Source: an optimization exercise on an open RTL-to-GDS flow (aim: small area, a short achievable clock period and few clock cycles per item). Production flows keep margins and buffers that such runs may drop. Only simulation tests tie the RTL to the original design; equivalence was not proved. Power is estimated from default activity; no workload was simulated.

File: config.mk
export PLATFORM = sky130hd
export DESIGN_NAME = descending_insertion_sorter
export DESIGN_NICKNAME = descending_insertion_sorter
export VERILOG_FILES = /design/flow/design.v
export SDC_FILE = /design/flow/constraint.sdc
export NUM_CORES = 4
export LEC_CHECK = 0
export CAP_MARGIN = 20
export CELL_PAD_IN_SITES_DETAIL_PLACEMENT = 1
export CELL_PAD_IN_SITES_GLOBAL_PLACEMENT = 1
export CORE_MARGIN = 2
export CORE_UTILIZATION = 35
export PLACE_DENSITY = 0.5
export SETUP_SLACK_MARGIN = 1.2
export SLEW_MARGIN = 20
export SYNTH_HIERARCHICAL = 1
File: constraint.sdc
create_clock -name core_clock -period 3.5 [get_ports {clk}]
set_input_delay 0.7000 -clock core_clock [delete_from_list [all_inputs] [get_ports {clk}]]
set_output_delay 0.7000 -clock core_clock [all_outputs]
set_load 0.01 [all_outputs]
File: design.v
package dis_pkg;
  localparam int KEY_W       = 16;
  localparam int TAG_W       = 8;
  localparam int DEPTH_DFLT  = 32;
  localparam int REC_W       = 1 + KEY_W + TAG_W;
endpackage
module dis_cmp (
  input  logic [dis_pkg::KEY_W-1:0] a,
  input  logic [dis_pkg::KEY_W-1:0] b_n,
  output logic                      ge
);
  logic [dis_pkg::KEY_W-1:0] g, p;
  logic [3:0]                gg, pp;
  assign g = a & b_n;
  assign p = a | b_n;
  for (genvar k = 0; k < 4; k++) begin : g_grp
    assign gg[k] = g[4*k+3] | (p[4*k+3] & g[4*k+2]) | (p[4*k+3] & p[4*k+2] & g[4*k+1])
                 | (p[4*k+3] & p[4*k+2] & p[4*k+1] & g[4*k]);
    assign pp[k] = &p[4*k +: 4];
  end
  assign ge = gg[3] | (pp[3] & gg[2]) | (pp[3] & pp[2] & gg[1])
            | (pp[3] & pp[2] & pp[1] & (gg[0] | pp[0]));
endmodule
module descending_insertion_sorter #(
  parameter int DEPTH = dis_pkg::DEPTH_DFLT
) (
  input  logic                      clk,
  input  logic                      rst_n,
  input  logic                      in_valid,
  output logic                      in_stall,
  input  logic [dis_pkg::KEY_W-1:0] in_key,
  input  logic [dis_pkg::TAG_W-1:0] in_tag,
  input  logic                      in_last_in,
  output logic                      out_valid,
  input  logic                      out_stall,
  output logic [dis_pkg::KEY_W-1:0] out_sorted_key,
  output logic [dis_pkg::TAG_W-1:0] out_sorted_tag,
  output logic                      out_overflow,
  output logic                      out_last_out
);
  localparam int KW    = dis_pkg::KEY_W;
  localparam int TW    = dis_pkg::TAG_W;
  localparam int REC_W = dis_pkg::REC_W;
  localparam int CW    = 6;   
  logic [CW-1:0] cnt_r;
  logic          cur_ovf_r;
  logic          cur_par_r;
  logic          ovf_act_r, ovf_par_r, ovf_act_nxt;
  logic          in_stall_r, in_stall_nxt;
  logic          q_v_r, q_store_r, q_last_r, q_ovf_r, q_v_nxt, q_store_nxt;
  logic [KW-1:0] q_key_r;
  logic [TW-1:0] q_tag_r;
  logic          o_v_r, o_last_r, o_ovf_r;
  logic [KW-1:0] o_key_r;
  logic [TW-1:0] o_tag_r;
  logic          s_v_r, s_last_r, s_ovf_r, s_v_nxt;
  logic [KW-1:0] s_key_r;
  logic [TW-1:0] s_tag_r;
  logic [DEPTH*REC_W-1:0] recs;
  logic [DEPTH-1:0]       keeps, cs;
  logic [DEPTH-1:0]       v_r, d_r, v_nxt, d_nxt;
  logic [REC_W-1:0]       new_rec;
  logic [KW-1:0]          wkey_n;
  logic full, shift, q_adv, ins, cmpl, stuck, cq;
  logic in_acc, pop;
  logic h_v, h_d, h_par, h_last, h_ovf;
  logic [KW-1:0] h_key;
  logic [TW-1:0] h_tag;
  assign h_v    = v_r[0];
  assign h_d    = d_r[0];
  assign h_par  = recs[REC_W-1];
  assign h_key  = recs[TW +: KW];
  assign h_tag  = recs[0 +: TW];
  assign h_last = !(v_r[1] && (recs[2*REC_W-1] == h_par));
  assign h_ovf  = ovf_act_r && (ovf_par_r == h_par);
  assign full   = v_r[DEPTH-1];
  assign shift  = h_v && h_d && !s_v_r;
  assign q_adv  = !q_store_r || !full || shift;
  assign ins    = q_v_r && q_store_r && q_adv;
  assign cmpl   = q_v_r && q_last_r && q_adv;
  assign stuck  = q_v_r && !q_adv;
  dis_cmp u_cq (
    .a   (q_key_r),
    .b_n (wkey_n),
    .ge  (cq)
  );
  assign in_stall = in_stall_r;
  assign in_acc   = in_valid && !in_stall_r;
  assign new_rec = {cur_par_r, q_key_r, q_tag_r};
  assign wkey_n  = ~in_key;
  always_comb begin
    v_nxt = v_r;
    if (ins && !shift) begin
      v_nxt = {v_r[DEPTH-2:0], 1'b1};
    end else if (!ins && shift) begin
      v_nxt = {1'b0, v_r[DEPTH-1:1]};
    end
    d_nxt = d_r;
    if (cmpl) begin
      d_nxt = v_nxt;
    end else if (shift) begin
      d_nxt = {1'b0, d_r[DEPTH-1:1]};
    end
  end
  always_ff @(posedge clk) begin
    if (!rst_n) begin
      v_r <= '0;
      d_r <= '0;
    end else begin
      v_r <= v_nxt;
      d_r <= d_nxt;
    end
  end
  genvar gi;
  generate
    for (gi = 0; gi < DEPTH; gi++) begin : g_cell
      logic [REC_W-1:0] pr, nr;
      logic             kp, kn, cp, cn;
      if (gi == 0) begin : g_head
        assign kp = 1'b1;
        assign pr = '0;
        assign cp = 1'b0;
      end else begin : g_body
        assign kp = keeps[gi-1];
        assign pr = recs[(gi-1)*REC_W +: REC_W];
        assign cp = cs[gi-1];
      end
      if (gi == DEPTH-1) begin : g_tail
        assign kn = 1'b0;
        assign nr = '0;
        assign cn = 1'b0;
      end else begin : g_mid
        assign kn = keeps[gi+1];
        assign nr = recs[(gi+1)*REC_W +: REC_W];
        assign cn = cs[gi+1];
      end
      logic             par_r, kb_r, keep, c;
      logic [KW-1:0]    key_r;
      logic [TW-1:0]    tag_r;
      logic [REC_W-1:0] rec, rec_nxt;
      logic             kb_nxt;
      logic             s_hold, s_prev, s_next, s_new;
      assign rec  = {par_r, key_r, tag_r};
      assign keep = d_r[gi] || (v_r[gi] && kb_r);
      assign keeps[gi] = keep;
      assign cs[gi]    = c;
      assign recs[gi*REC_W +: REC_W] = rec;
      dis_cmp u_cmp (
        .a   (key_r),
        .b_n (wkey_n),
        .ge  (c)
      );
      always_comb begin
        s_hold = 1'b0;
        s_prev = 1'b0;
        s_next = 1'b0;
        s_new  = 1'b0;
        if (ins && !shift) begin
          s_hold = keep;
          s_new  = !keep && kp;
          s_prev = !kp;
        end else if (ins && shift) begin
          s_next = kn;
          s_new  = keep && !kn;
          s_hold = !keep;
        end else if (shift) begin
          s_next = 1'b1;
        end else begin
          s_hold = 1'b1;
        end
      end
      always_comb begin
        rec_nxt = ({REC_W{s_hold}} & rec)
                | ({REC_W{s_prev}} & pr)
                | ({REC_W{s_next}} & nr)
                | ({REC_W{s_new}}  & new_rec);
        kb_nxt  = (s_hold & c) | (s_prev & cp) | (s_next & cn) | (s_new & cq);
      end
      always_ff @(posedge clk) begin
        par_r <= rec_nxt[REC_W-1];
        key_r <= rec_nxt[TW +: KW];
        tag_r <= rec_nxt[0 +: TW];
        if (!stuck) begin
          kb_r <= kb_nxt;
        end
      end
    end
  endgenerate
  assign q_v_nxt     = in_acc || (q_v_r && !q_adv);
  assign q_store_nxt = in_acc ? (cnt_r != CW'(DEPTH)) : q_store_r;
  always_ff @(posedge clk) begin
    if (!rst_n) begin
      cnt_r     <= '0;
      cur_ovf_r <= 1'b0;
      q_v_r     <= 1'b0;
    end else begin
      if (in_acc) begin
        if (in_last_in) begin
          cnt_r     <= '0;
          cur_ovf_r <= 1'b0;
        end else if (cnt_r == CW'(DEPTH)) begin
          cur_ovf_r <= 1'b1;
        end else begin
          cnt_r <= cnt_r + 1'b1;
        end
      end
      q_v_r <= q_v_nxt;
    end
  end
  always_ff @(posedge clk) begin
    if (in_acc) begin
      q_store_r <= q_store_nxt;
      q_last_r  <= in_last_in;
      q_ovf_r   <= cur_ovf_r || (cnt_r == CW'(DEPTH));
      q_key_r   <= in_key;
      q_tag_r   <= in_tag;
    end
  end
  always_comb begin
    ovf_act_nxt = ovf_act_r;
    if (shift && h_last && h_ovf) begin
      ovf_act_nxt = 1'b0;
    end
    if (cmpl && q_ovf_r) begin
      ovf_act_nxt = 1'b1;
    end
  end
  always_ff @(posedge clk) begin
    if (!rst_n) begin
      cur_par_r <= 1'b0;
      ovf_act_r <= 1'b0;
      ovf_par_r <= 1'b0;
    end else begin
      if (cmpl) begin
        cur_par_r <= !cur_par_r;
      end
      ovf_act_r <= ovf_act_nxt;
      if (cmpl && q_ovf_r) begin
        ovf_par_r <= cur_par_r;
      end
    end
  end
  assign pop = o_v_r && !out_stall;
  always_comb begin
    s_v_nxt = s_v_r;
    if (s_v_r) begin
      if (pop) begin
        s_v_nxt = 1'b0;
      end
    end else if (shift && o_v_r && !pop) begin
      s_v_nxt = 1'b1;
    end
  end
  always_ff @(posedge clk) begin
    if (!rst_n) begin
      o_v_r <= 1'b0;
      s_v_r <= 1'b0;
    end else begin
      s_v_r <= s_v_nxt;
      if (!o_v_r || pop) begin
        o_v_r <= s_v_r || shift;
      end
    end
  end
  always_ff @(posedge clk) begin
    if (!o_v_r || pop) begin
      if (s_v_r) begin
        o_key_r  <= s_key_r;
        o_tag_r  <= s_tag_r;
        o_last_r <= s_last_r;
        o_ovf_r  <= s_ovf_r;
      end else begin
        o_key_r  <= h_key;
        o_tag_r  <= h_tag;
        o_last_r <= h_last;
        o_ovf_r  <= h_ovf;
      end
    end
    if (!s_v_r) begin
      s_key_r  <= h_key;
      s_tag_r  <= h_tag;
      s_last_r <= h_last;
      s_ovf_r  <= h_ovf;
    end
  end
  assign in_stall_nxt = ovf_act_nxt
                     || (q_v_nxt && q_store_nxt && v_nxt[DEPTH-1]
                         && !(d_nxt[0] && !s_v_nxt));
  always_ff @(posedge clk) begin
    if (!rst_n) begin
      in_stall_r <= 1'b0;
    end else begin
      in_stall_r <= in_stall_nxt;
    end
  end
  assign out_valid      = o_v_r;
  assign out_sorted_key = o_key_r;
  assign out_sorted_tag = o_tag_r;
  assign out_overflow   = o_ovf_r;
  assign out_last_out   = o_last_r;
endmodule
File: run.sh
#!/bin/bash
# synth_recipe.tcl (not shown) runs the flow's synth.tcl, then flattens the netlist and writes it again
# the make line also repeats each setting of config.mk as NAME=value (left out here)
make -C /OpenROAD-flow-scripts/flow DESIGN_CONFIG=/design/flow/config.mk WORK_HOME=/design/flow/orfs CLKGATE_MAP_FILE= SYNTH_SCRIPT=/design/flow/synth_recipe.tcl finish
==> run_results.csv, run 1 <==
group,metric,value,unit
sta,setup_viol,0,
sta,grt_setup_unrepaired,"true",
clock_network,cts_tree,"done",
sta,slew_viol_final,0,
worst_setup_path,path_cells,"o2111ai_1 -> o211ai_1 -> a21oi_2 -> buf_4 -> o211ai_1 -> buf_4 -> buf_6 -> buf_12 -> a221o_1",
sta,max_freq,406,MHz
global_route,use_met1,44.6,%
yosys,netlist_area,49800,um^2
die,die_w,381,um
route,dr.pass1.iters,5,
run_status,status,"complete, no violations",
power_and_ir_drop,pwr-share-comb,24.0,%
route,drt-initial-drc-count,4509,
die,chipHeight,381,um
yosys,synth.net_count,4894,
route,wl,248000,um
global_route,grt.busiest_layer,"met2",
yosys,synth-compound-area-share,44.3,%
die,rows,138,
yosys,synth-adder-area-share,0.797,%
yosys,synth_top_family_by_area,"compound AO/OA/AOI/OAI gates",
final_layout,area_growth,24.0,%
worst_setup_path,worstSetupStartpointType,"flip-flop",
worst_setup_path,r2r_start,"q_key_r[7]$_DFFE_PP_",
worst_setup_path,worstPathArrival,2950,ps
yosys,yosysSeqAreaShare,41.5,%
route,vias,49879,
yosys,synth_top_cell_by_area,"dfxtp_1",
yosys,synthDominantCellAreaShare,36.3,%
route,ant_nets,0,
route,drc_errors,0,
clock_network,clkSinkCount,989,
final_layout,final_cell_area,61700,um^2
die,start_util,35.2,%
worst_setup_path,rrSetupSlack,1040,ps
yosys,ys_async_sr_fraction,0,%
placed_design,place_ws,116,ps
power_and_ir_drop,power_frac_clock,27.0,%
global_route,met2_usage,52.1,%
worst_setup_path,r2r_cells,9,
die,io_pins,57,
global_route,antenna_found_initial,3,
global_route,grt_max_degree,81,
final_layout,fill_cells,15103,
yosys,syn_avg_cell_area,10.2,um^2
sta,setup_ws,1040,ps
power_and_ir_drop,pwr-share-seq,49.0,%
die,core_area,141000,um^2
placed_design,gp_congestion,0.835,
clock_network,ctsRootBufferMaster,"clkbuf_16",
global_route,grt.total_usage,32.4,%
global_route,grt_overflow,0,
yosys,ys_warn_count,7,
power_and_ir_drop,vdd_ir_drop_max,0.000728,V
sta,fin_crit,2460,ps
power_and_ir_drop,p_leak,22.7,nW
clock_network,clk_latency,750,ps
worst_setup_path,worstReg2RegEnd,"g_cell[25].kb_r$_DFFE_PN_",
worst_setup_path,path_class,"flip-flop to flip-flop",
worst_setup_path,cp-end-kind,"flip-flop",
min_path,worstHoldPathType,"input pin to flip-flop",
min_path,hp-start,"in_key[5]",
placed_design,numPortBuffers,56,
final_layout,final_common_cell,"dfxtp_1",
global_route,grt_pass1_wl,357000,um
yosys,synth_cell_types,60,
sta,holdWs,224,ps
global_route,met3_usage,4.74,%
worst_setup_path,critPathRequiredTime,3990,ps
sta,relSlewSlack,28.3,%
final_layout,layout_common_cells,"898 x dfxtp_1, 832 x a221o_1, 780 x a22o_1, 228 x nor2_1, 222 x buf_4",
power_and_ir_drop,finalPower,49.8,mW
sta,worstMarginPinSlew,1080,ps
clock_network,cts_htree_levels,3,
power_and_ir_drop,swShare,37.8,%
placed_design,hpwl,154000,um
placed_design,place_area,53300,um^2
worst_setup_path,max_stage_delay,570,ps
yosys,synthMuxAreaShare,1.17,%
final_layout,layout-drive-gt1-share,17.7,%
sta,fin_skew,32.0,ps
yosys,synthCells,4863,
clock_network,cts_buffer_depth,3,
worst_setup_path,path_max_fanout,8,
power_and_ir_drop,power.density,807,nW/um^2
min_path,min_to,"q_key_r[5]$_DFFE_PP_",
yosys,synth_edf_count,85,
die,die_area,145000,um^2
sta,min_period_over_period,70.4,%
route,wl_per_cell,34.8,um
final_layout,layout.nets,5153,
min_path,hold_depth,1,
yosys,ys_top_cells_by_area,"dfxtp_1 36%, a221o_1 17%, a22o_1 14%",
yosys,synth_xor_area_share,0.123,%
power_and_ir_drop,p_switching,18.8,mW
clock_network,numCtsBuffers,119,
flow_run,maxCapViolCount,0,
route,via_per_inst,7.01,
worst_setup_path,cp_slowest_cell,"edfxtp_1",
clock_network,cts.clk_slew.worst_paths,60,ps
yosys,ys_seq_elements,989,
yosys,ys.flop_type,"dfxtp_1",
sta,hold_viol_final,0,
yosys,synthSimpleGateAreaFrac,8.00,%
global_route,grt_pass1_vias,49008,
power_and_ir_drop,cell_internal_pwr,31.0,mW
power by group through the flow:
| stage | sequential [mW] | clock [mW] | combinational [mW] |
|---|---|---|---|
| 5_1_grt | 24.9 | 14.1 | 13.0 |
| 3_3_place_gp | 24.4 | 0 | 10.8 |
| 4_1_cts | 24.2 | 13.7 | 11.6 |
| 2_1_floorplan | 20.3 | 0 | 8.66 |
| 3_5_place_dp | 24.4 | 0 | 11.1 |
| 6_report | 24.4 | 13.4 | 12.0 |
cells in the mapped netlist, drive strengths merged (33+ instances only):
master   count
o21ai      136
o211ai      66
and2        61
o2111ai     66
nor3       161
buf        162
dfxtp      904
a221o      832
nand2       76
or2         34
clkbuf     227
nand3       68
a22oi      101
nor2       274
a211oi      64
o41ai       33
a21oi      235
o31ai       33
o32ai       34
edfxtp      85
a22o       780
o22a        33
a31oi       35
maj3        33
o22ai      131
layout make-up:
| cell class | count | area (um^2) | area share [%] |
|---|---|---|---|
| sequential | 989 | 20700 | 33.5 |
| clock inverter | 63 | 793 | 1.28 |
| tap | 1890 | 2360 | 3.83 |
| clock buffer | 163 | 3390 | 5.48 |
| timing repair buffer | 507 | 6410 | 10.4 |
| multi-input combinational | 3480 | 28000 | 45.3 |
| inverter | 25 | 131 | 0.213 |
| antenna | 3 | 7.51 | 0.0122 |
what timing repair did:
item                       in CTS  in global routing
resized for setup             267                135
buffers inserted              104                 58
setup endpoints to repair     895                701
hold buffers                    0                  0
gates cloned                   45                 19
pin swaps                     100                 64
registers in the layout (all words and copies together) (netlist names), 8 cells and up:
register	count
g_cell.key_r	512
s_key_r	16
o_key_r	16
q_key_r	16
v_r	32
o_tag_r	8
g_cell.tag_r	256
d_r	32
g_cell.kb_r	32
g_cell.par_r	32
s_tag_r	8
q_tag_r	8
Yosys stat by module, one instance, submodules excluded:
module | flops+latches | cells
descending_insertion_sorter | 989 | 3576
dis_cmp | 0 | 39
metrics by stage:
stage	TNS (ps)	instances	util, %
final	0	7120	43.7
after global routing	0	7118	43.7
after CTS	0	7040	42.7
after detailed placement	0	6665	37.7
after global placement	0	6665	37.6
after floorplan	-3110	4863	-
routing by layer:
metal  vias to the layer above  part of all wire (%)
met5                         -                 0.046
met4                         2                   3.0
met3                       424                   6.1
met2                      1795                    46
met1                     26233                    45
li1                      21425                     -
worst max-delay path: cells and delay by family (launching register included):
family                 cells  cell delay, ps
AOI/OAI and AO/OA          5            1000
buffers and inverters      4             610
DFF                        1             570
kinds of logic (layout without fill, tap and decap cells):
family | Yosys count | after routing
buffers and inverters | 414 | 758
other | 0 | 3
AO/OA/AOI/OAI | 2614 | 2629
XOR/XNOR | 7 | 7
flip-flops | 989 | 989
multiplexers | 55 | 55
AND/OR/NAND/NOR | 749 | 754
adder cells (fa/ha/maj) | 35 | 35
worst max-delay path by stage:
stage	slack [ps]	startpoint	endpoint	depth (start not counted)
2_1_floorplan	-100	in_key[7]	g_cell[1].kb_r$_DFFE_PN_	7
3_3_place_gp	130	in_key[2]	g_cell[20].kb_r$_DFFE_PN_	9
3_5_place_dp	120	in_key[7]	g_cell[13].kb_r$_DFFE_PN_	10
4_1_cts	1070	q_store_r$_DFFE_PP_	g_cell[0].tag_r[4]$_DFF_P_	10
5_1_grt	980	q_key_r[5]$_DFFE_PP_	g_cell[15].kb_r$_DFFE_PN_	8
6_report	1040	q_key_r[7]$_DFFE_PP_	g_cell[25].kb_r$_DFFE_PN_	9
Testbench counts, summed over its fixed seeds: cycles 39,512, items 39,240.
==> run 2: changes to the inputs <==
--- a/design.v
+++ b/design.v
@@ -49,3 +49,5 @@
   logic          in_stall_r, in_stall_nxt;
-  logic          q_v_r, q_store_r, q_last_r, q_ovf_r, q_v_nxt, q_store_nxt;
+  logic          q_v_r, q_store_r, q_last_r, q_ovf_r, q_v_nxt, q_store_nxt, q_last_nxt;
+  logic          shift_r, ins_r, cmpl_r, stuck_r, q_adv_nxt;
+  logic          shift_nxt, ins_nxt, cmpl_nxt, stuck_nxt;
   logic [KW-1:0] q_key_r;
@@ -76,7 +78,27 @@
   assign full   = v_r[DEPTH-1];
-  assign shift  = h_v && h_d && !s_v_r;
-  assign q_adv  = !q_store_r || !full || shift;
-  assign ins    = q_v_r && q_store_r && q_adv;
-  assign cmpl   = q_v_r && q_last_r && q_adv;
-  assign stuck  = q_v_r && !q_adv;
+  assign shift  = shift_r;
+  assign ins    = ins_r;
+  assign cmpl   = cmpl_r;
+  assign stuck  = stuck_r;
+  assign q_adv  = !stuck_r;
+  always_comb begin
+    shift_nxt = d_nxt[0] && !s_v_nxt;
+    q_adv_nxt = !q_store_nxt || !v_nxt[DEPTH-1] || shift_nxt;
+    ins_nxt   = q_v_nxt && q_store_nxt && q_adv_nxt;
+    cmpl_nxt  = q_v_nxt && q_last_nxt && q_adv_nxt;
+    stuck_nxt = q_v_nxt && !q_adv_nxt;
+  end
+  always_ff @(posedge clk) begin
+    if (!rst_n) begin
+      shift_r <= 1'b0;
+      ins_r   <= 1'b0;
+      cmpl_r  <= 1'b0;
+      stuck_r <= 1'b0;
+    end else begin
+      shift_r <= shift_nxt;
+      ins_r   <= ins_nxt;
+      cmpl_r  <= cmpl_nxt;
+      stuck_r <= stuck_nxt;
+    end
+  end
   dis_cmp u_cq (
@@ -190,2 +212,3 @@
   assign q_store_nxt = in_acc ? (cnt_r != CW'(DEPTH)) : q_store_r;
+  assign q_last_nxt  = in_acc ? in_last_in : q_last_r;
   always_ff @(posedge clk) begin
@@ -212,3 +235,3 @@
       q_store_r <= q_store_nxt;
-      q_last_r  <= in_last_in;
+      q_last_r  <= q_last_nxt;
       q_ovf_r   <= cur_ovf_r || (cnt_r == CW'(DEPTH));
@@ -285,5 +308,3 @@
   end
-  assign in_stall_nxt = ovf_act_nxt
-                     || (q_v_nxt && q_store_nxt && v_nxt[DEPTH-1]
-                         && !(d_nxt[0] && !s_v_nxt));
+  assign in_stall_nxt = ovf_act_nxt || stuck_nxt;
   always_ff @(posedge clk) begin
--- a/config.mk
+++ b/config.mk
@@ -13,3 +13,3 @@
 export PLACE_DENSITY = 0.5
-export SETUP_SLACK_MARGIN = 1.2
+export SETUP_SLACK_MARGIN = 1.4
 export SLEW_MARGIN = 20
==> run_results.csv, run 2 <==
group,metric,value,unit
run_status,status,"complete, no violations",
die,io_pins,57,
sta,setup_viol,0,
placed_design,placed_cells,7401,
die,die_area,144000,um^2
worst_setup_path,worstReg2RegEnd,"g_cell[5].kb_r$_DFFE_PN_",
final_layout,layout_common_cells,"1528 x nand2_1, 890 x dfxtp_1, 780 x a222oi_1, 248 x buf_4, 230 x nor2_1",
worst_setup_path,r2r_cells,12,
worst_setup_path,r2r_start,"q_key_r[5]$_DFFE_PP_",
min_path,hp-start,"in_key[5]",
yosys,ys.flop_type,"dfxtp_1",
clock_network,postCtsHoldBufs,0,
yosys,synth.most_common_cell,"nand2_1",
yosys,ys_warn_count,7,
route,drt-initial-drc-count,8163,
worst_setup_path,rrSetupSlack,1130,ps
worst_setup_path,critPathRequiredTime,3980,ps
route,drc_errors,0,
die,die_w,380,um
sta,slew_viol_final,0,
global_route,grt_overflow,0,
route,vias,52715,
die,start_util,35.3,%
die,rows,137,
sta,hold_viol_final,0,
sta,fin_skew,19.0,ps
power_and_ir_drop,p_leak,24.0,nW
sta,holdWs,185,ps
worst_setup_path,worstPathArrival,2850,ps
final_layout,largest-register,"g_cell.key_r",
global_route,grt_max_degree,66,
min_path,min_to,"q_key_r[5]$_DFFE_PP_",
route,dr.pass1.iters,12,
final_layout,final_core_util,43.6,%
flow_run,maxCapViolCount,0,
yosys,yosysSeqAreaShare,42.0,%
final_layout,fill_cells,15911,
route,ant_nets,0,
yosys,netlist_area,49400,um^2
final_layout,multi_input_area,28000,um^2
yosys,synth_top_cell_by_area,"dfxtp_1",
clock_network,cts_tree,"done",
min_path,worstHoldPathType,"input pin to flip-flop",
final_layout,final_common_cell,"nand2_1",
global_route,grt.total_usage,33.1,%
yosys,synth.net_count,5670,
yosys,ys_top_cells_by_area,"dfxtp_1 37%, a222oi_1 16%, nand2_1 12%",
die,chipHeight,380,um
power_and_ir_drop,power.density,813,nW/um^2
worst_setup_path,path_max_fanout,7,
final_layout,layout.nets,5939,
clock_network,cts_htree_levels,3,
placed_design,hpwl,151000,um
global_route,grt_pass1_wl,361000,um
clock_network,cts_buffer_depth,3,
yosys,synth_cell_types,61,
sta,finalSetupTns,0,ps
route,via_per_inst,6.68,
yosys,syn_avg_cell_area,8.75,um^2
global_route,met2_usage,54.8,%
clock_network,clk_latency,750,ps
clock_network,clkSinkCount,993,
clock_network,cts.clk_slew.worst_paths,60,ps
sta,relSlewSlack,21.2,%
min_path,hold_depth,1,
clock_network,numCtsBuffers,119,
yosys,synthCells,5639,
power_and_ir_drop,finalPower,49.5,mW
sta,fin_crit,2370,ps
yosys,synthDominantCellAreaShare,36.8,%
yosys,synth_edf_count,85,
worst_setup_path,cp-end-kind,"flip-flop",
route,wl,261000,um
yosys,ys_seq_elements,993,
clock_network,ctsRootBufferMaster,"clkbuf_16",
worst_setup_path,path_class,"flip-flop to flip-flop",
placed_design,numPortBuffers,56,
sta,max_freq,422,MHz
global_route,use_met1,42.6,%
final_layout,area_growth,23.4,%
global_route,grt.busiest_layer,"met2",
final_layout,reg.largest.list,"g_cell.key_r x512, g_cell.tag_r x256",
final_layout,layout-drive-gt1-share,18.3,%
placed_design,gp_congestion,0.811,
worst_setup_path,worstSetupStartpointType,"flip-flop",
sta,grt_setup_unrepaired,"true",
yosys,synthTopCellsByCount,"1558 x nand2_1, 908 x dfxtp_1, 780 x a222oi_1",
sta,min_period_over_period,67.7,%
die,core_area,140000,um^2
yosys,ys_async_sr_fraction,0,%
sta,worstMarginPinSlew,1180,ps
route,wl_per_cell,33.1,um
final_layout,largest_register_ffs,512,
final_layout,final_cell_count_no_fill,7888,
power_and_ir_drop,vdd_ir_drop_max,0.000453,V
global_route,antenna_found_initial,10,
final_layout,register_area,20800,um^2
global_route,met3_usage,5.02,%
global_route,grt_pass1_vias,51196,
[run 2: cell types whose count changed after synthesis, moves of 30 or more]
| cell | delta |
|---|---|
| nor2_8 | +30 |
| nand2_1 | +1482 |
| nor2_4 | +31 |
| o2bb2ai_1 | +30 |
| a222oi_1 | +780 |
| o22ai_2 | -30 |
| o32ai_1 | -32 |
| nor3_1 | -30 |
| inv_1 | +35 |
| a221o_1 | -780 |
| a22o_1 | -753 |
| buf_4 | +37 |
| buf_6 | -37 |
[run 2: power by group]
group | total (mW) | switching, mW | leakage [nW] | internal, mW
logic | 13.3 | 6.96 | 13.7 | 6.30
registers | 23.6 | 7.53 | 8.43 | 16.0
clock network | 12.7 | 5.41 | 1.92 | 7.28
[run 2: metal layers]
| layer | wire length (um) | vias to the layer above |
|---|---|---|
| met5 | 16 | - |
| met3 | 19700 | 477 |
| met1 | 108000 | 27008 |
| met4 | 11400 | 2 |
| li1 | - | 22940 |
| met2 | 122000 | 2288 |
[run 2: cell families after synthesis]
family / count (synthesis) / synth area share (%)
muxes: 87 / 1.91
buffers and inverters: 448 / 4.25
adders and majority gates: 35 / 0.804
DFF: 993 / 42.0
xor gates and xnor gates: 6 / 0.106
AOI/OAI and AO/OA: 1860 / 31.4
and+or+nand+nor: 2210 / 19.5
[run 2: worst max-delay path by stage]
| stage | cells past startpoint | slack, ps | startpoint | to |
|---|---|---|---|---|
| after global routing | 10 | 1110 | q_key_r[5]$_DFFE_PP_ | g_cell[0].kb_r$_DFFE_PN_ |
| after detailed placement | 9 | 30 | in_key[9] | g_cell[3].kb_r$_DFFE_PN_ |
| final | 12 | 1130 | q_key_r[5]$_DFFE_PP_ | g_cell[5].kb_r$_DFFE_PN_ |
| after floorplan | 8 | -160 | in_key[7] | g_cell[0].kb_r$_DFFE_PN_ |
| after CTS | 7 | 1180 | shift_r$_SDFF_PN0_ | g_cell[14].kb_r$_DFFE_PN_ |
| after global placement | 9 | 70 | in_key[9] | g_cell[3].kb_r$_DFFE_PN_ |
[run 2: Yosys stat by module (local to each module, per instance)]
module,flops+latches,cell area [um^2],times used,cells inside
dis_cmp,0,233,33,39
descending_insertion_sorter,993,41700,1,4352
[run 2: what timing repair did]
item	in CTS	in global routing
pin swaps	75	101
gates resized for setup	288	281
cloned	59	32
endpoints found under the setup margin	866	603
setup buffers	98	73
[run 2: final cells by class]
type	count	share of cell area, %
Multi-Input combinational cell	4251	45.9
Clock inverter	36	0.550
Clock buffer	188	5.87
Sequential cell	993	34.1
Tap cell	1876	3.85
Inverter	65	0.544
Timing Repair inverter	1	0.0144
Antenna cell	1	0.00411
Timing Repair Buffer	477	9.18
[run 2: worst max-delay path: stages (launching register included)]
cell       delay, ps
edfxtp_1         420
buf_4            170
buf_12           120
a21oi_2          120
o211ai_1         180
a21oi_2          180
o211ai_1         120
buf_4            160
clkbuf_16        200
buf_12           150
buf_12           140
nand2_2           50
nand2_1           60
[run 2: metrics by stage]
step | instance area [um^2] | worst slack, ps
2_1_floorplan | 49400 | -164
3_3_place_gp | 52400 | 71.8
3_5_place_dp | 52400 | 27.1
4_1_cts | 58900 | 1180
5_1_grt | 60900 | 1110
6_report | 60900 | 1130
Testbench counts of run 2, summed over its fixed seeds: cycles 39,512, items 39,240.
==> run 3: changes to the inputs <==
--- a/config.mk
+++ b/config.mk
@@ -12,2 +12,5 @@
 export CORE_UTILIZATION = 35
+export CTS_BUF_LIST = sky130_fd_sc_hd__clkbuf_8
+export CTS_CLUSTER_DIAMETER = 100
+export CTS_CLUSTER_SIZE = 12
 export PLACE_DENSITY = 0.5
==> run_results.csv, run 3 <==
group,metric,value,unit
clock_network,postCtsHoldBufs,0,
final_layout,layout-drive-gt1-share,15.8,%
global_route,grt_overflow,0,
yosys,synthTopCellsByCount,"1558 x nand2_1, 908 x dfxtp_1, 780 x a222oi_1",
sta,max_freq,432,MHz
die,core_area,140000,um^2
yosys,ys_async_sr_fraction,0,%
die,rows,137,
yosys,synth.net_count,5670,
placed_design,numPortBuffers,56,
final_layout,largest_register_ffs,512,
sta,worstMarginPinSlew,1120,ps
sta,grt_setup_unrepaired,"true",
worst_setup_path,worstSetupStartpointType,"input pin",
route,vias,51711,
yosys,syn_avg_cell_area,8.75,um^2
final_layout,final_cell_count_no_fill,7751,
yosys,synth.most_common_cell,"nand2_1",
route,via_per_inst,6.67,
sta,slew_viol_final,0,
yosys,netlist_area,49400,um^2
yosys,ys_warn_count,7,
placed_design,gp_congestion,0.811,
sta,setup_viol,0,
sta,fin_skew,44.1,ps
die,die_w,380,um
yosys,synth_edf_count,85,
sta,hold_viol_final,0,
sta,relSlewSlack,25.4,%
global_route,grt_max_degree,66,
global_route,grt_pass1_vias,50888,
route,wl,253000,um
final_layout,reg.largest.list,"g_cell.key_r x512, g_cell.tag_r x256",
yosys,synth_top_cell_by_area,"dfxtp_1",
global_route,grt_pass1_wl,362000,um
flow_run,maxCapViolCount,0,
power_and_ir_drop,power.density,749,nW/um^2
final_layout,area_growth,16.9,%
route,drc_errors,0,
final_layout,largest-register,"g_cell.key_r",
route,wl_per_cell,32.6,um
sta,min_period_over_period,66.1,%
final_layout,layout_common_cells,"1524 x nand2_1, 898 x dfxtp_1, 780 x a222oi_1, 233 x nor2_1, 220 x buf_4",
final_layout,final_common_cell,"nand2_1",
final_layout,final_cell_area,57700,um^2
placed_design,place_area,52400,um^2
worst_setup_path,cp-startpoint,"in_key[13]",
worst_setup_path,path_max_fanout,15,
placed_design,placed_cells,7401,
min_path,worstHoldPathType,"input pin to flip-flop",
clock_network,clkSinkCount,993,
worst_setup_path,path_cells,"dlygate4sd2_1 -> clkinvlp_4 -> buf_12 -> buf_16 -> o22ai_2 -> nor3_2 -> o2111ai_2 -> o211ai_1 -> buf_4 -> clkbuf_16 -> buf_16 -> nand2_2 -> nand2_1",
clock_network,clk_latency,850,ps
worst_setup_path,max_stage_delay,270,ps
yosys,yosysSeqAreaShare,42.0,%
worst_setup_path,worstPathArrival,3020,ps
yosys,ys_seq_elements,993,
yosys,synth_cell_types,61,
run_status,status,"complete, no violations",
yosys,ys.flop_type,"dfxtp_1",
final_layout,layout.nets,5870,
die,chipHeight,380,um
clock_network,ctsRootBufferMaster,"clkbuf_8",
die,start_util,35.3,%
worst_setup_path,cp-end-kind,"flip-flop",
sta,fin_crit,2310,ps
yosys,synthCells,5639,
worst_setup_path,critPathRequiredTime,4210,ps
yosys,ys_top_cells_by_area,"dfxtp_1 37%, a222oi_1 16%, nand2_1 12%",
placed_design,hpwl,151000,um
route,dr.pass1.iters,11,
global_route,grt.total_usage,33.2,%
route,ant_nets,0,
clock_network,cts.clk_slew.worst_paths,90,ps
die,die_area,144000,um^2
worst_setup_path,path_class,"input pin to flip-flop",
power_and_ir_drop,finalPower,43.2,mW
power_and_ir_drop,vdd_ir_drop_max,0.000380,V
clock_network,numCtsBuffers,92,
power_and_ir_drop,p_leak,22.7,nW
worst_setup_path,cp_slowest_cell,"dlygate4sd2_1",
clock_network,cts_htree_levels,3,
clock_network,cts_buffer_depth,3,
worst_setup_path,r2r_start,"q_key_r[5]$_DFFE_PP_",
global_route,antenna_found_initial,11,
clock_network,cts_tree,"done",
route,drt-initial-drc-count,7509,
yosys,synthDominantCellAreaShare,36.8,%
die,io_pins,57,
min_path,hp-start,"in_key[5]",
worst_setup_path,critical_path.most_common_cell,"buf_16",
[run 3: cell counts after synthesis]
No cell type changed its count.
[run 3: critical path: cells and delay by family]
kind            cells  cell delay [ps]
simple gates        3              400
compound gates      3              530
buf+inv             7             1320
[run 3: per-stage QoR]
step / worst slack (ps) / TNS [ps] / utilization [%] / hold WS, ps
6_report: 1190 / 0 / 41.3 / 113
5_1_grt: 1090 / 0 / 41.3 / 69.7
4_1_cts: 1220 / 0 / 40.4 / 131
3_5_place_dp: 27.1 / 0 / 37.5 / 459
3_3_place_gp: 71.8 / 0 / 37.5 / 448
2_1_floorplan: -164 / -190 / - / 429
[run 3: area by class of cell]
| class | count | area [um^2] |
|---|---|---|
| clock buffers | 92 | 1270 |
| diodes | 4 | 10.0 |
| fillers | 16080 | 82000 |
| clock inverters | 34 | 166 |
| flip-flops and latches | 993 | 20800 |
| multi-input cells | 4251 | 27700 |
| repair buffers | 436 | 5130 |
| inverters | 65 | 312 |
| well taps | 1876 | 2350 |
[run 3: metal layers]
metal / track usage, % / vias to the layer above / wire, um
met3: 4.75 / 448 / 17600
met4: 12.7 / 2 / 10200
li1: - / 22659 / -
met2: 54.9 / 2147 / 119000
met1: 43.6 / 26455 / 106000
met5: 0 / - / 13
[run 3: path summary, 6_finish.rpt]
check,end,slack [ps],cells past startpoint
max,g_cell[13].kb_r$_DFFE_PN_,1190,13
min,q_key_r[5]$_DFFE_PP_,110,1
max reg2reg,g_cell[13].kb_r$_DFFE_PN_,1190,9
min reg2reg,s_tag_r[4]$_DFF_P_,480,1
[run 3: logic make-up (layout without fill, tap and decap cells)]
kind of cell    count (synthesis)  count (layout)  share of synthesized area [%]
buf+inv                       448             627                           4.25
fa+ha+maj                      35              35                          0.804
xor+xnor                        6               6                          0.106
flops                         993             993                           42.0
mux                            87              87                           1.91
other cells                     0               4                              0
compound gates               1860            1861                           31.4
simple gates                 2210            2262                           19.5
[run 3: report_power, final]
group	internal, mW	switching, mW	total (mW)	leakage, nW
Clock	2.42	4.44	6.86	0.830
Sequential	16.0	7.44	23.4	8.43
Combinational	6.12	6.76	12.9	13.4
[run 3: repair_timing]
item | 4_1_cts | 5_1_grt
pin swaps | 91 | 40
endpoints found under the setup margin | 866 | 535
cloned | 72 | 10
resized for setup | 323 | 161
setup buffers | 91 | 46
[run 3: modules after synthesis, one instance, submodules excluded]
module                       cells inside  cell area, um^2  flip-flops and latches
descending_insertion_sorter          4352            41700                     993
dis_cmp                                39              233                       0
==> run 4: changes to the inputs <==
--- a/config.mk
+++ b/config.mk
@@ -19 +19,2 @@
 export SYNTH_HIERARCHICAL = 1
+export TNS_END_PERCENT = 30
==> run_results.csv, run 4 <==
group,metric,value,unit
yosys,synth.net_count,5670,
yosys,yosysSeqAreaShare,42.0,%
min_path,hp-start,"in_key[14]",
global_route,grt_overflow,0,
clock_network,cts_buffer_depth,3,
final_layout,final_cell_count_no_fill,7775,
final_layout,final_core_util,41.4,%
min_path,min_to,"q_key_r[14]$_DFFE_PP_",
worst_setup_path,cp-end-kind,"flip-flop",
power_and_ir_drop,swShare,43.0,%
power_and_ir_drop,power.density,747,nW/um^2
route,vias,51652,
flow_run,maxCapViolCount,0,
min_path,worstHoldPathType,"input pin to flip-flop",
route,dr.pass1.iters,13,
power_and_ir_drop,p_switching,18.6,mW
sta,fin_crit,2320,ps
global_route,grt_max_degree,69,
sta,setup_viol,0,
clock_network,postCtsHoldBufs,0,
worst_setup_path,max_stage_delay,430,ps
placed_design,hpwl,149000,um
yosys,ys_top_cells_by_area,"dfxtp_1 37%, a222oi_1 16%, nand2_1 12%",
yosys,synth_top_cell_by_area,"dfxtp_1",
die,die_area,144000,um^2
final_layout,layout-drive-gt1-share,15.8,%
global_route,grt.total_usage,31.4,%
yosys,ys_async_sr_fraction,0,%
power_and_ir_drop,cell_internal_pwr,24.6,mW
final_layout,final_cell_area,57900,um^2
min_path,hold_depth,1,
die,start_util,35.3,%
final_layout,final_common_cell,"nand2_1",
die,die_w,380,um
placed_design,gp_congestion,0.820,
die,io_pins,57,
route,wl_per_cell,32.2,um
yosys,synthCells,5639,
worst_setup_path,cp_slowest_cell,"edfxtp_1",
global_route,grt_pass1_vias,49632,
yosys,ys_seq_elements,993,
clock_network,clkSinkCount,993,
sta,slew_viol_final,0,
sta,finalSetupTns,0,ps
worst_setup_path,worstReg2RegEnd,"g_cell[4].kb_r$_DFFE_PN_",
final_layout,reg.largest.list,"g_cell.key_r x512, g_cell.tag_r x256",
route,wl,250000,um
global_route,antenna_found_initial,12,
yosys,ys_warn_count,7,
worst_setup_path,critPathRequiredTime,4060,ps
power_and_ir_drop,p_leak,22.9,nW
clock_network,clk_latency,860,ps
clock_network,cts_htree_levels,3,
yosys,synth_cell_types,61,
sta,grt_setup_unrepaired,"true",
worst_setup_path,r2r_cells,10,
global_route,met3_usage,4.01,%
die,chipHeight,380,um
power_and_ir_drop,pwr-share-comb,30.0,%
sta,fin_skew,56.5,ps
global_route,met2_usage,52.4,%
run_status,status,"complete, no violations",
worst_setup_path,path_class,"flip-flop to flip-flop",
final_layout,largest-register,"g_cell.key_r",
route,via_per_inst,6.64,
sta,relSlewSlack,24.5,%
die,core_area,140000,um^2
yosys,syn_avg_cell_area,8.75,um^2
sta,max_freq,430,MHz
global_route,grt_pass1_wl,346000,um
yosys,netlist_area,49400,um^2
sta,worstMarginPinSlew,1130,ps
power_and_ir_drop,pwr-share-seq,54.0,%
final_layout,layout_common_cells,"1523 x nand2_1, 894 x dfxtp_1, 780 x a222oi_1, 241 x nor2_1, 239 x buf_4",
placed_design,placed_cells,7384,
yosys,ys.flop_type,"dfxtp_1",
power_and_ir_drop,power_frac_clock,16.0,%
placed_design,numPortBuffers,56,
worst_setup_path,path_max_fanout,6,
global_route,grt.busiest_layer,"met2",
worst_setup_path,rrSetupSlack,1180,ps
sta,min_period_over_period,66.4,%
placed_design,place_area,52400,um^2
yosys,synth_edf_count,85,
clock_network,cts.clk_slew.worst_paths,90,ps
final_layout,largest_register_ffs,512,
sta,hold_viol_final,0,
route,drc_errors,0,
final_layout,layout.nets,5890,
clock_network,numCtsBuffers,92,
route,ant_nets,0,
worst_setup_path,worstPathArrival,2890,ps
worst_setup_path,path_cells,"or2_0 -> maj3_2 -> o2111ai_2 -> o211ai_1 -> buf_4 -> clkbuf_16 -> buf_4 -> buf_12 -> nand2_1 -> nand2_1",
die,rows,137,
clock_network,ctsRootBufferMaster,"clkbuf_8",
yosys,synthTopCellsByCount,"1558 x nand2_1, 908 x dfxtp_1, 780 x a222oi_1",
yosys,synthDominantCellAreaShare,36.8,%
power_and_ir_drop,vdd_ir_drop_max,0.000388,V
worst_setup_path,r2r_start,"q_key_r[5]$_DFFE_PP_",
yosys,synth.most_common_cell,"nand2_1",
route,drt-initial-drc-count,8033,
clock_network,cts_tree,"done",
worst_setup_path,worstSetupStartpointType,"flip-flop",
final_layout,area_growth,17.2,%
global_route,use_met1,42.2,%
run 4: cells by family (layout without fill, tap and decap cells):
kind of cell | count (synthesis) | count (layout) | share of synthesized area (%)
AOI/OAI and AO/OA | 1860 | 1860 | 31.4
and+or+nand+nor | 2210 | 2261 | 19.5
muxes | 87 | 87 | 1.91
DFF | 993 | 993 | 42.0
adders and majority gates | 35 | 35 | 0.804
xor gates and xnor gates | 6 | 6 | 0.106
buffers and inverters | 448 | 651 | 4.25
other | 0 | 6 | 0
run 4: routing by layer:
metal / vias to the layer above / part of all wire, %
met2: 2070 / 48
li1: 22767 / -
met4: 0 / 3.4
met5: - / 0
met1: 26416 / 42
met3: 399 / 7.4
run 4: final cells by class:
| class | count | area, um^2 |
|---|---|---|
| antenna | 6 | 15.0 |
| clock buffer | 93 | 1280 |
| clock inverter | 35 | 169 |
| fill | 16118 | 81800 |
| inverter | 65 | 332 |
| multi-input combinational | 4249 | 27600 |
| sequential | 993 | 20800 |
| tap | 1876 | 2350 |
| timing repair buffer | 456 | 5380 |
| timing repair inverter | 2 | 17.5 |
run 4: critical path: cells and delay by family (launching register included):
kind / cells / cell delay, ps
buffers and inverters: 4 / 610
DFF: 1 / 430
AOI/OAI and AO/OA: 2 / 340
and+or+nand+nor: 3 / 330
adders and majority gates: 1 / 320
run 4: power groups by stage:
stage	registers (mW)	clock network [mW]	logic, mW
global placement	23.4	0	11.2
detailed placement	23.3	0	11.5
CTS	23.1	7.14	12.2
finish	23.4	6.91	13.0
floorplan	19.4	0	8.57
global route	23.7	7.49	14.2
run 4: stage by stage:
stage | hold slack [ps] | setup slack, ps | total power, mW
6_report | 101 | 1180 | 43.2
5_1_grt | 42.7 | 1080 | 45.5
4_1_cts | 126 | 1250 | 42.5
3_5_place_dp | 462 | -23.0 | 34.9
3_3_place_gp | 453 | 16.7 | 34.6
2_1_floorplan | 429 | -165 | 28.0
run 4: worst max path at each step:
stage                                 to                  from  slack (ps)
5_1_grt         g_cell[0].kb_r$_DFFE_PN_  q_key_r[5]$_DFFE_PP_        1080
6_report        g_cell[4].kb_r$_DFFE_PN_  q_key_r[5]$_DFFE_PP_        1180
3_3_place_gp   g_cell[24].kb_r$_DFFE_PN_             in_key[7]          20
3_5_place_dp   g_cell[24].kb_r$_DFFE_PN_             in_key[7]         -20
4_1_cts         g_cell[0].kb_r$_DFFE_PN_  q_key_r[5]$_DFFE_PP_        1250
2_1_floorplan   g_cell[0].kb_r$_DFFE_PN_             in_key[7]        -160
run 4: modules after synthesis (local to each module, per instance):
module | flops+latches | cells inside
descending_insertion_sorter | 993 | 4352
dis_cmp | 0 | 39
run 4: what timing repair did:
item	CTS	global route
endpoints found under the hold margin	0	0
endpoints found under the setup margin	832	616
gates resized for setup	258	194
gates cloned	57	25
setup buffers	89	85
pin swaps	80	63
==> run 5: changes to the inputs <==
--- a/config.mk
+++ b/config.mk
@@ -16,3 +16,3 @@
 export PLACE_DENSITY = 0.5
-export SETUP_SLACK_MARGIN = 1.4
+export SETUP_SLACK_MARGIN = 1.2
 export SLEW_MARGIN = 20
==> run_results.csv, run 5 <==
group,metric,value,unit
run_status,status,"complete, no violations",
sta,setup_viol,0,
global_route,grt_pass1_vias,48940,
power_and_ir_drop,finalPower,42.6,mW
final_layout,final_common_cell,"nand2_1",
yosys,ys_warn_count,7,
worst_setup_path,worstReg2RegEnd,"g_cell[31].kb_r$_DFFE_PN_",
yosys,synth_edf_count,85,
power_and_ir_drop,p_switching,18.3,mW
worst_setup_path,path_class,"flip-flop to flip-flop",
flow_run,maxCapViolCount,0,
worst_setup_path,critical_path.most_common_cell,"buf_6",
final_layout,layout.nets,5745,
sta,min_period_over_period,69.9,%
sta,fin_skew,48.5,ps
yosys,synthTopCellsByCount,"1558 x nand2_1, 908 x dfxtp_1, 780 x a222oi_1",
power_and_ir_drop,vdd_ir_drop_max,0.000393,V
power_and_ir_drop,power_frac_clock,16.2,%
clock_network,cts.clk_slew.worst_paths,100,ps
route,wl_per_cell,31.1,um
global_route,grt_pass1_wl,330000,um
worst_setup_path,critPathTopFamily,"compound AO/OA/AOI/OAI gates",
worst_setup_path,worstSetupStartpointType,"flip-flop",
clock_network,numCtsBuffers,92,
route,dr.pass1.iters,13,
placed_design,gp_congestion,0.827,
final_layout,reg.largest.list,"g_cell.key_r x512, g_cell.tag_r x256",
sta,slew_viol_final,0,
worst_setup_path,r2r_start,"q_key_r[5]$_DFFE_PP_",
sta,grt_setup_unrepaired,"true",
yosys,ys_async_sr_fraction,0,%
power_and_ir_drop,swShare,43.0,%
yosys,synth.net_count,5670,
route,vias,50441,
final_layout,register_area,20700,um^2
power_and_ir_drop,pwr-share-seq,54.9,%
route,drt-initial-drc-count,7828,
placed_design,place_ws,35.0,ps
route,wl,238000,um
worst_setup_path,path_max_fanout,5,
die,chipHeight,380,um
clock_network,clkSinkCount,993,
yosys,synth_cell_types,61,
final_layout,multi_input_area,27200,um^2
worst_setup_path,path_cells,"or2_1 -> maj3_2 -> o2111ai_2 -> o211ai_1 -> buf_4 -> buf_6 -> buf_6 -> buf_12 -> a221o_1",
die,die_w,380,um
clock_network,postCtsHoldBufs,0,
yosys,ys_seq_elements,993,
worst_setup_path,critPathRequiredTime,4100,ps
sta,fin_crit,2450,ps
final_layout,layout_common_cells,"1540 x nand2_1, 904 x dfxtp_1, 780 x a222oi_1, 233 x nor2_1, 198 x a21oi_1",
die,die_area,144000,um^2
worst_setup_path,r2r_cells,9,
sta,setup_ws,1050,ps
final_layout,area_growth,12.8,%
clock_network,cts_tree,"done",
placed_design,numPortBuffers,56,
placed_design,place_area,52300,um^2
route,via_per_inst,6.61,
final_layout,final_cell_area,55700,um^2
sta,finalSetupTns,0,ps
route,drc_errors,0,
min_path,min_to,"q_key_r[7]$_DFFE_PP_",
worst_setup_path,path_buf_inv,4,
power_and_ir_drop,p_leak,21.8,nW
die,rows,137,
min_path,hp-start,"in_key[7]",
clock_network,clk_latency,850,ps
global_route,grt_max_degree,87,
global_route,grt_overflow,0,
yosys,ys.flop_type,"dfxtp_1",
worst_setup_path,cp-startpoint,"q_key_r[5]$_DFFE_PP_",
yosys,syn_avg_cell_area,8.75,um^2
placed_design,hpwl,150000,um
worst_setup_path,cp_slowest_cell,"edfxtp_1",
clock_network,cts_htree_levels,3,
power_and_ir_drop,cell_internal_pwr,24.3,mW
worst_setup_path,worstPathArrival,3040,ps
sta,max_freq,409,MHz
yosys,synthCells,5639,
yosys,synth_top_cell_by_area,"dfxtp_1",
final_layout,final_cell_count_no_fill,7631,
yosys,synth.most_common_cell,"nand2_1",
yosys,netlist_area,49400,um^2
worst_setup_path,max_stage_delay,490,ps
yosys,synthDominantCellAreaShare,36.8,%
global_route,antenna_found_initial,9,
min_path,hold_depth,1,
sta,hold_viol_final,0,
die,core_area,140000,um^2
final_layout,largest-register,"g_cell.key_r",
placed_design,placed_cells,7368,
clock_network,ctsRootBufferMaster,"clkbuf_8",
die,start_util,35.3,%
sta,relSlewSlack,21.4,%
power_and_ir_drop,pwr-share-comb,28.9,%
worst_setup_path,cp-end-kind,"flip-flop",
sta,worstMarginPinSlew,1180,ps
final_layout,layout-drive-gt1-share,12.2,%
min_path,worstHoldPathType,"input pin to flip-flop",
worst_setup_path,rrSetupSlack,1050,ps
yosys,yosysSeqAreaShare,42.0,%
yosys,ys_top_cells_by_area,"dfxtp_1 37%, a222oi_1 16%, nand2_1 12%",
die,io_pins,57,
final_layout,fill_cells,16135,
final_layout,largest_register_ffs,512,
clock_network,cts_buffer_depth,3,
route,ant_nets,0,
power_and_ir_drop,power.density,764,nW/um^2
global_route,grt.total_usage,29.6,%
run 5: worst reg2reg max path: stages, from the launching register on:
cell       delay [ps]
edfxtp_1          490
or2_1             280
maj3_2            300
o2111ai_2         160
o211ai_1          150
buf_4             170
buf_6             100
buf_6             120
buf_12            140
a221o_1           310
run 5: per-module statistics from Yosys (local to each module, per instance):
module / area [um^2] / times used / flip-flops and latches
descending_insertion_sorter: 41700 / 1 / 993
dis_cmp: 233 / 33 / 0
run 5: layout make-up:
type | instances | share of cell area [%]
multi-input cells | 4244 | 48.9
flip-flops and latches | 993 | 37.2
repair buffers | 318 | 6.49
well taps | 1876 | 4.22
clock buffers | 92 | 2.27
inverters | 65 | 0.519
clock inverters | 38 | 0.326
diodes | 5 | 0.0225
run 5: worst max-delay path by stage:
stage                                       endpoint  cells past startpoint
after floorplan             g_cell[0].kb_r$_DFFE_PN_                      8
after global placement      g_cell[0].kb_r$_DFFE_PN_                     10
after CTS                  g_cell[15].kb_r$_DFFE_PN_                      6
after detailed placement   g_cell[16].kb_r$_DFFE_PN_                      9
final                      g_cell[31].kb_r$_DFFE_PN_                      9
after global routing      g_cell[5].key_r[4]$_DFF_P_                      6
run 5: logic make-up after synthesis:
kind of cell	Yosys count	synth area share (%)
XOR/XNOR	6	0.106
multiplexers	87	1.91
AO/OA/AOI/OAI	1860	31.4
AND/OR/NAND/NOR	2210	19.5
flip-flops	993	42.0
buffers and inverters	448	4.25
adder cells (fa/ha/maj)	35	0.804
run 5: per-layer routing:
metal  global-route usage (%)  wire, um
met5                        0         0
met1                     39.2    102000
met2                     50.1    113000
met3                     3.74     16700
met4                     8.83      6410
run 5: power groups by stage:
stage	logic, mW	registers (mW)	clock network, mW
after floorplan	8.57	19.4	0
after global placement	11.2	23.5	0
after detailed placement	11.5	23.4	0
after CTS	11.6	23.2	7.11
after global routing	13.6	23.8	7.51
final	12.3	23.4	6.90
run 5: repair_timing:
item,in CTS,in global routing
resized for setup,66,135
setup endpoints to repair,540,688
pin swaps,33,56
buffers inserted,22,50
gates cloned,14,42
run 5: metrics by stage:
stage,utilization [%],hold WS [ps]
floorplan,-,429
global placement,37.4,447
detailed placement,37.5,460
CTS,38.8,207
global route,39.9,93.0
finish,39.9,115

separate check: timing with driven ports:
How much do the figures lean on ideal ports? The routed layouts below were timed once more, with nothing changed but the port constraints. Step 1 sets driving cells, clkbuf_16 on the clock port and buf_2 on the other inputs (assumed; they add their load-dependent delay and slew). Step 2, shift: input delay + t, output delay - t, t = (earliest + latest rising clock arrival at the registers) / 2. This alone moves slack from input paths to output paths. Slacks: no drivers / after step 1 / after step 2; pairs: no drivers / after step 1.
| run | shift t [ns] | setup WS [ns] | cell pins on the clock port's net |
|---|---|---|---|
| run 1 | 0.815 | 1.037 / 1.037 / 0.306 | 1 |
| run 2 | 0.827 | 1.130 / 1.130 / 0.424 | 1 |
| run 3 | 0.911 | 1.188 / 1.191 / 0.334 | 1 |
| run 4 | 0.912 | 1.176 / 1.176 / 0.366 | 1 |
| run 5 | 0.901 | 1.053 / 1.053 / 0.271 | 1 |
After both steps setup and hold are still met in every run listed. The setup slack of run 3, which loses most, moves by +0.003 ns with the drivers and by -0.854 ns with both steps.
